Context: an optimization exercise on an open-source flow, tuned for small area, a short achievable clock period and few clock cycles. The choices shown serve that exercise and are no tape-out recipe.
Function was checked by simulation only, so behaviour that the tests miss may differ from the original.
Power and IR drop assume default switching activity.

## try-lagoon
## ram_sdp_init
module ram_sdp_init #(
  parameter int          DATA_W = 8,
  parameter int          ADDR_W = 8,
  parameter int unsigned FILL   = 0
) (
  input  logic              clk,
  input  logic              rst_n,
  input  logic              init_req,
  output logic              ready,
  input  logic              we,
  input  logic [ADDR_W-1:0] w_addr,
  input  logic [DATA_W-1:0] w_data,
  input  logic              re,
  input  logic [ADDR_W-1:0] r_addr,
  output logic [DATA_W-1:0] r_data,
  output logic              r_valid
);
  localparam int                c_depth = 2 ** ADDR_W;
  localparam logic [DATA_W-1:0] c_fill  = DATA_W'(FILL);
  logic                r_ready;
  logic                w_clr;
  logic [DATA_W-1:0]   w_wdata;
  logic [DATA_W-1:0]   r_mem [c_depth];
  assign w_clr   = !r_ready || init_req;
  assign w_wdata = w_clr ? c_fill : w_data;
  assign ready   = r_ready;
  always_ff @(posedge clk or negedge rst_n) begin
    if (!rst_n) begin
      r_ready <= 1'b0;
      r_valid <= 1'b0;
    end else begin
      r_ready <= 1'b1;
      r_valid <= r_ready && !init_req && re;
    end
  end
  for (genvar i = 0; i < c_depth; i++) begin : g_word
    always_ff @(posedge clk) begin
      if (w_clr || (we && (w_addr == ADDR_W'(i)))) begin
  ...
Settings: LEC_CHECK=0, ABC_AREA=1, CAP_MARGIN=20, CORE_MARGIN=2, CORE_UTILIZATION=40, CTS_BUF_LIST=sky130_fd_sc_hd__clkbuf_16, CTS_CLUSTER_DIAMETER=60, CTS_CLUSTER_SIZE=50, SETUP_SLACK_MARGIN=2.5, SLEW_MARGIN=20, TNS_END_PERCENT=10; clock period 5.0 ns.
run.sh (not shown) runs the stock make flow with config.mk's settings and CLKGATE_MAP_FILE= SYNTH_SCRIPT=/design/flow/synth_recipe.tcl, a recipe that flattens the netlist after the stock synthesis.
Testbench counts of try-lagoon, summed over its fixed seeds: cycles 32,784.
Changes in try-amber relative to try-lagoon:
Settings: TNS_END_PERCENT removed (was 10).
==> comparison <==
- | time the final worst path needs with I/O delays and setup | lower: try-amber |
- Of try-lagoon and try-amber, the higher fraction of layout instances using a drive strength above 1 belongs to try-amber.
- As far as power consumption is concerned, try-lagoon and try-amber perform about the same.
- Sequential element share of the synthesized area came out exactly the same in try-lagoon and try-amber.
- Compared to try-lagoon, try-amber has cell area 540 µm² higher.
- r_addr[3] as the launch point of the worst path was reported by try-lagoon, and r_rd_lo[4]$_SDFF_PP0_ by try-amber.
- Combinational fraction of design power delta (try-amber -> try-lagoon): insignificant
## Diff of input files: try-yarrow against try-amber
Settings: CTS_CLUSTER_SIZE now 24, was 50; CORE_UTILIZATION now 62, was 40; CTS_CLUSTER_DIAMETER now 90, was 60.
[summary]
Re number of well-tap cells placed: try-amber and try-yarrow aren't equal, and the higher value belongs to try-amber.
Going from try-amber to try-yarrow, critical path depth rose by 16, via count rose by 243.
Relative to try-yarrow, the following input files were edited for try-ember:
Settings: CTS_CLUSTER_SIZE: 24 -> 50; CTS_CLUSTER_DIAMETER: 90 -> 60; CORE_UTILIZATION: 62 -> 40; SETUP_SLACK_MARGIN: 2.5 -> 3.0.
==> results.txt <==
- Against try-yarrow, total power in try-ember rose by more than 10%.
- try-yarrow vs try-ember, type of the worst setup path: in2reg vs reg2out
- The core of try-ember is less densely filled than that of try-yarrow.
- Share of the cycle needed by the critical path after routing for try-ember: 0.29 points up relative to try-yarrow
- Changes observed in try-ember relative to try-yarrow: via count moved up; fraction of final layout cells sized beyond drive strength 1 has increased.
Relative to try-ember, the following input files were edited for try-xenon:
Settings: PLACE_DENSITY newly set to 0.9; SETUP_SLACK_MARGIN changed from 3.0 to 2.5.
==> comparison <==
- try-xenon finished every step from synthesis to the final layout, and the layout passed the timing, design-rule and antenna checks.
- The lower area growth from synthesis to layout came out of try-xenon.
- Run comparison: try-xenon endpoint of the most critical setup path r_rd_hi[0]$_SDFF_PN0_; try-ember endpoint of the most critical setup path r_data[4]
- Count of maximum capacitance violations: try-ember vs try-xenon identical
- try-xenon vs. try-ember: power spent charging and discharging nets went down by about 5%.
- try-xenon vs try-ember — global-route wire length before repair dropped 33000 µm.
- Master of the slowest instance on the critical path = sky130_fd_sc_hd__dfxtp_1: try-ember; master of the slowest instance on the critical path = sky130_fd_sc_hd__nor2_1: try-xenon
- try-xenon against try-ember: global-route usage saw a decrease; total number of multi-input combinational cells saw little to no change.

## port drivers added, routing unchanged
In the flow no input, the clock included, has a driving cell. The finished layouts below were timed again as built, in two steps.
Step 1 (the two cells are an assumption about what drives the block):
set clk [get_ports {clk}]
set_driving_cell -lib_cell sky130_fd_sc_hd__clkbuf_16 $clk
set_driving_cell -lib_cell sky130_fd_sc_hd__buf_2 [delete_from_list [all_inputs] $clk]
Step 2 also shifts input and output timing later by t, the mid clock arrival at the registers, as if the neighbouring blocks saw the same clock.
a / b / c = no drivers / after step 1 / after step 2; a / b = the first two.
| run | shift t [ns] | slack for setup (ns) | worst register clock-pin slew, ns |
|---|---|---|---|
| try-lagoon | 0.923 | 2.304 / 2.217 / 1.294 | 0.10 / 0.10 |
| try-amber | 0.921 | 2.395 / 2.300 / 1.420 | 0.10 / 0.10 |
| try-yarrow | 0.836 | 2.397 / 2.324 / 1.498 | 0.11 / 0.11 |
| try-ember | 0.928 | 2.382 / 2.287 / 1.623 | 0.10 / 0.10 |
| try-xenon | 0.898 | 2.385 / 2.328 / 1.429 | 0.12 / 0.12 |
After both steps setup and hold are still met in every run listed. The setup slack of try-lagoon, which loses most, moves by -0.087 ns with the drivers and by -1.010 ns with both steps.
